What follows belongs to an exercise in optimizing a design on an open flow for small area and a short achievable clock period; a production flow would make more cautious choices.
Only simulation tests tie the RTL to the original design; equivalence was not proved.
Power and IR drop assume default switching activity.

Design dac_wave_player, start of the top module:
module dac_wave_player #(
    parameter int                ND_DAC   = 14,
    parameter int                NA_DAC   = 8,
    parameter int                NDIV     = 16,
    parameter logic [ND_DAC-1:0] MIDSCALE = 14'h2000
) (
    input  logic              clk,
    input  logic              rst,
    input  logic              wr_en,
    input  logic [NA_DAC-1:0] wr_addr,
    input  logic [ND_DAC-1:0] wr_data,
    input  logic [NA_DAC-1:0] play_len,
    input  logic [NDIV-1:0]   div,
    input  logic              loop_en,
    input  logic              start,
    input  logic              stop,
    output logic [ND_DAC-1:0] dac_data,
    output logic              dac_clk,
    output logic [NA_DAC-1:0] rd_addr,
    output logic              busy,
    output logic              done,
    output logic              wr_err,
    output logic [1:0]        dbg_state
);
Settings: LEC_CHECK=0, CAP_MARGIN=20, CORE_MARGIN=2, CORE_UTILIZATION=45, SETUP_SLACK_MARGIN=3.3, SLEW_MARGIN=20, SYNTH_HIERARCHICAL=1, SYNTH_MINIMUM_KEEP_SIZE=0; clock period 6.0 ns.
run.sh (not shown) runs the stock make flow with config.mk's settings and CLKGATE_MAP_FILE= SYNTH_SCRIPT=/design/flow/synth_recipe.tcl, a recipe that flattens the netlist after the stock synthesis.
The baseline went through all stages and came out clean.
Then changed:
Settings changed: CTS_CLUSTER_DIAMETER set to 70, CTS_CLUSTER_SIZE set to 24.
The changed run completed with no timing, DRC or antenna violations. Critical path depth came out lower by 1. Clock power came out lower by 37%. Area after synthesis does not change.

---

## violet
The RTL this note starts from:
==> flow/design.v <==
module dac_wave_player #(
    parameter int                ND_DAC   = 14,
    parameter int                NA_DAC   = 8,
    parameter int                NDIV     = 16,
    parameter logic [ND_DAC-1:0] MIDSCALE = 14'h2000
) (
    input  logic              clk,
    input  logic              rst,
    input  logic              wr_en,
    input  logic [NA_DAC-1:0] wr_addr,
    input  logic [ND_DAC-1:0] wr_data,
    input  logic [NA_DAC-1:0] play_len,
    input  logic [NDIV-1:0]   div,
    input  logic              loop_en,
    input  logic              start,
    input  logic              stop,
    output logic [ND_DAC-1:0] dac_data,
    output logic              dac_clk,
    output logic [NA_DAC-1:0] rd_addr,
    output logic              busy,
    output logic              done,
    output logic              wr_err,
    output logic [1:0]        dbg_state
);
    logic              r_busy;
    logic              r_done;
    logic [15:0]       r_wr_lo_n;     
    logic [15:0]       r_wr_hi_n;     
    logic [ND_DAC-1:0] r_wr_data_n;   
    logic [(1<<NA_DAC)-1:0][ND_DAC-1:0] r_mem_n;    
    logic [15:0]       r_sel_lo_n;    
    logic [15:0]       r_sel_hi_n;    
    logic [ND_DAC-1:0] r_ram_q;
    logic [NA_DAC-1:0] w_fetch_nxt;
    logic [NA_DAC-1:0] r_len;
    logic [NDIV-1:0]   r_div;
    logic              r_loop;
    logic [NDIV-1:0]   r_rem;         
    logic              r_end;         
    logic [NA_DAC-1:0] r_fetch_idx;
    logic              r_first;
    logic [ND_DAC-1:0] r_dac_data;
    logic              r_dac_clk;
    logic [NA_DAC-1:0] r_rd_addr;
    logic              r_wr_err;
    logic [NDIV-1:0]   w_rem_dec;
    logic              w_end;
    logic              w_hit;
    logic              w_start_ok;
    logic              w_finish;
    logic              w_show;
    assign w_start_ok = start && !stop && !r_busy;
    assign w_rem_dec  = r_rem - NDIV'(1);
    assign w_end      = r_end;
    assign w_hit      = (r_rem == {1'b0, r_div[NDIV-1:1]} + NDIV'(1));
    assign w_finish   = r_busy && w_end && !r_first && (r_rd_addr == r_len) && !r_loop;
    assign w_show     = r_busy && w_end && !w_finish;
    always_ff @(posedge clk or negedge rst) begin
        if (!rst) begin
            r_busy <= 1'b0;
            r_done <= 1'b0;
        end else begin
            r_busy <= !stop && (r_busy ? !w_finish : start);
            r_done <= !stop && (r_busy ? w_finish : (r_done && !start));
        end
    end
    logic [15:0][ND_DAC-1:0] w_grp_n;
    for (genvar i = 0; i < 16; i++) begin : g_grp
        for (genvar b = 0; b < ND_DAC; b++) begin : g_bit
            logic [15:0] w_col;
            for (genvar j = 0; j < 16; j++) begin : g_w
                assign w_col[j] = r_mem_n[16*i+j][b];
            end
            dwp_sel16 u_sel (.sel_n(r_sel_lo_n), .d_n(w_col), .y_n(w_grp_n[i][b]));
        end
    end
    logic [ND_DAC-1:0] w_rd_n;
    for (genvar b = 0; b < ND_DAC; b++) begin : g_rd
        logic [15:0] w_col;
        for (genvar i = 0; i < 16; i++) begin : g_g
            assign w_col[i] = w_grp_n[i][b];
        end
        dwp_sel16 u_sel (.sel_n(r_sel_hi_n), .d_n(w_col), .y_n(w_rd_n[b]));
    end
    logic w_byp;
    assign w_byp = (|(~r_sel_hi_n & ~r_wr_hi_n)) && (|(~r_sel_lo_n & ~r_wr_lo_n));
    always_ff @(posedge clk) begin
        r_ram_q <= w_byp ? ~r_wr_data_n : ~w_rd_n;
    end
    always_ff @(posedge clk) begin
        for (int k = 0; k < 16; k++) begin
            r_wr_lo_n[k] <= (wr_addr[3:0] != 4'(k));
            r_wr_hi_n[k] <= !(wr_en && !r_busy && (wr_addr[7:4] == 4'(k)));
        end
        r_wr_data_n <= ~wr_data;
    end
    for (genvar w = 0; w < (1<<NA_DAC); w++) begin : g_word
        logic              w_load;
        logic              w_hold;
        logic [ND_DAC-1:0] w_nxt;
        assign w_load = !(r_wr_hi_n[w/16] || r_wr_lo_n[w%16]);
        assign w_hold = !w_load;
        for (genvar b = 0; b < ND_DAC; b++) begin : g_bit
            dwp_load_hold u_lh (.load(w_load), .hold(w_hold), .d(r_wr_data_n[b]),
                                .q(r_mem_n[w][b]), .y(w_nxt[b]));
        end
        always_ff @(posedge clk) begin
            r_mem_n[w] <= w_nxt;
        end
    end
    always_ff @(posedge clk) begin
        if (w_start_ok) begin
            r_len  <= play_len;
            r_div  <= {div[NDIV-1:1], div[0] | (div == '0)};
            r_loop <= loop_en;
        end
        if (w_start_ok) begin
            r_rem       <= NDIV'(1);
            r_first     <= 1'b1;
        end else if (w_end) begin
            r_rem       <= r_div;
            r_first     <= 1'b0;
        end else begin
            r_rem       <= w_rem_dec;
        end
        r_end <= !w_start_ok && !r_end && (r_rem == NDIV'(1));
        r_fetch_idx <= w_fetch_nxt;
        for (int j = 0; j < 16; j++) begin
            r_sel_lo_n[j] <= (w_fetch_nxt[3:0] != 4'(j));
            r_sel_hi_n[j] <= (w_fetch_nxt[7:4] != 4'(j));
        end
    end
    always_comb begin
        if (w_start_ok) begin
            w_fetch_nxt = '0;
        end else if (w_end) begin
            w_fetch_nxt = (r_fetch_idx == r_len) ? '0 : r_fetch_idx + NA_DAC'(1);
        end else begin
            w_fetch_nxt = r_fetch_idx;
        end
    end
    always_ff @(posedge clk or negedge rst) begin
        if (!rst) begin
            r_dac_data <= MIDSCALE;
            r_dac_clk  <= 1'b0;
            r_rd_addr  <= '0;
            r_wr_err   <= 1'b0;
        end else begin
            r_dac_clk <= !stop && r_busy && !w_end && !r_first && (r_dac_clk || w_hit);
            if (stop) begin
                r_dac_data <= MIDSCALE;
                r_rd_addr  <= '0;
                r_wr_err   <= 1'b0;
            end else if (w_start_ok) begin
                r_rd_addr  <= '0;
                r_wr_err   <= 1'b0;
            end else begin
                if (r_busy && wr_en) begin
                    r_wr_err <= 1'b1;
                end
                if (w_show) begin
                    r_dac_data <= {~r_ram_q[ND_DAC-1], r_ram_q[ND_DAC-2:0]};
                    r_rd_addr  <= r_fetch_idx;
                end
            end
        end
    end
    assign dac_data  = r_dac_data;
    assign dac_clk   = r_dac_clk;
    assign rd_addr   = r_rd_addr;
    assign busy      = r_busy;
    assign done      = r_done;
    assign wr_err    = r_wr_err;
    assign dbg_state = {r_done, r_busy};
endmodule
module dwp_load_hold (
    input  logic load,
    input  logic hold,
    input  logic d,
    input  logic q,
    output logic y
);
    assign y = (load & d) | (hold & q);
endmodule
module dwp_sel16 (
    input  logic [15:0] sel_n,
    input  logic [15:0] d_n,
    output logic        y_n
);
    logic [7:0] w_p;
    logic [3:0] w_q;
    logic [1:0] w_r;
    for (genvar t = 0; t < 8; t++) begin : g_p
        dwp_oai22 u_p (.a0(d_n[2*t]), .s0(sel_n[2*t]), .a1(d_n[2*t+1]), .s1(sel_n[2*t+1]),
                       .y(w_p[t]));
    end
    for (genvar t = 0; t < 4; t++) begin : g_q
        dwp_nor2 u_q (.a(w_p[2*t+1:2*t]), .y(w_q[t]));
    end
    for (genvar t = 0; t < 2; t++) begin : g_r
        dwp_nand2 u_r (.a(w_q[2*t+1:2*t]), .y(w_r[t]));
    end
    dwp_nor2 u_y (.a(w_r), .y(y_n));
endmodule
module dwp_oai22 (
    input  logic a0, s0, a1, s1,
    output logic y
);
    assign y = ~((a0 | s0) & (a1 | s1));
endmodule
module dwp_nor2 (
    input  logic [1:0] a,
    output logic       y
);
    assign y = ~|a;
endmodule
module dwp_nand2 (
    input  logic [1:0] a,
    output logic       y
);
    assign y = ~&a;
endmodule
clock: 6.0 ns
lec_check: 0
cap_margin: 20
core_margin: 2
core_utilization: 45
cts_cluster_diameter: 70
cts_cluster_size: 24
setup_slack_margin: 3.5
slew_margin: 20
synth_hierarchical: 1
synth_minimum_keep_size: 0
violet -> stages 100% | layout checks FAIL | antenna violations
Here is what was changed in the inputs of nickel compared with violet.
-- flow/config.mk --
<<< violet, line 12
export CTS_CLUSTER_SIZE = 24
export SETUP_SLACK_MARGIN = 3.5
export SLEW_MARGIN = 20
>>> nickel, line 12
export CTS_CLUSTER_SIZE = 24
export SETUP_SLACK_MARGIN = 3.3
export SLEW_MARGIN = 20
## What came out
The final report for nickel shows a completed flow and a layout that fails verification, specifically antenna violations.
NOTE: maximum fanout count along the critical path in nickel exceeds that of violet
The critical path startpoint comes out r_dac_data[13]$_DFFE_PN1P_ in one run and r_busy$_DFF_PN0_ in the other, namely in violet and nickel respectively.
Delta (nickel minus violet): cell count fell 0.94%; part of the cycle the worst path needs about even; clock network power share fell 0.2 points; buffer and inverter count on the worst path rose 1.
Per the comparison of nickel with violet, number of stages on the worst setup path up 1; per-cell via count in the routed design down 0.10; number of fill cells in the layout up 199; maximum frequency flat.

-- port drivers added, routing unchanged --
In the flow no input, the clock included, has a driving cell. The finished layouts below were timed again as built, in two steps.
Step 1 (the two cells are an assumption about what drives the block):
set clk [get_ports {clk}]
set_driving_cell -lib_cell sky130_fd_sc_hd__clkbuf_16 $clk
set_driving_cell -lib_cell sky130_fd_sc_hd__buf_2 [delete_from_list [all_inputs] $clk]
Step 2, shift: input delay + t, output delay - t, t = (earliest + latest rising clock arrival at the registers) / 2. This alone moves slack from input paths to output paths.
Slacks: ideal ports / drivers / drivers and shift; pairs: ideal ports / drivers.
run | t, ns | setup slack, ns | hold slack, ns | cell pins on the clock port's net
the first run of note 1 | 1.059 | 3.038 / 2.929 / 2.403 | 0.340 / 0.260 / 0.434 | 1
the second run of note 1 | 1.039 | 3.009 / 2.896 / 2.451 | 0.334 / 0.248 / 0.453 | 1
violet | 1.038 | 3.059 / 2.952 / 2.669 | 0.395 / 0.395 / 0.395 | 1
nickel | 1.022 | 3.054 / 2.951 / 2.551 | 0.249 / 0.178 / 0.374 | 1
The setup slack of the first run of note 1, which loses most, moves by -0.109 ns with the drivers and by -0.635 ns with both steps.
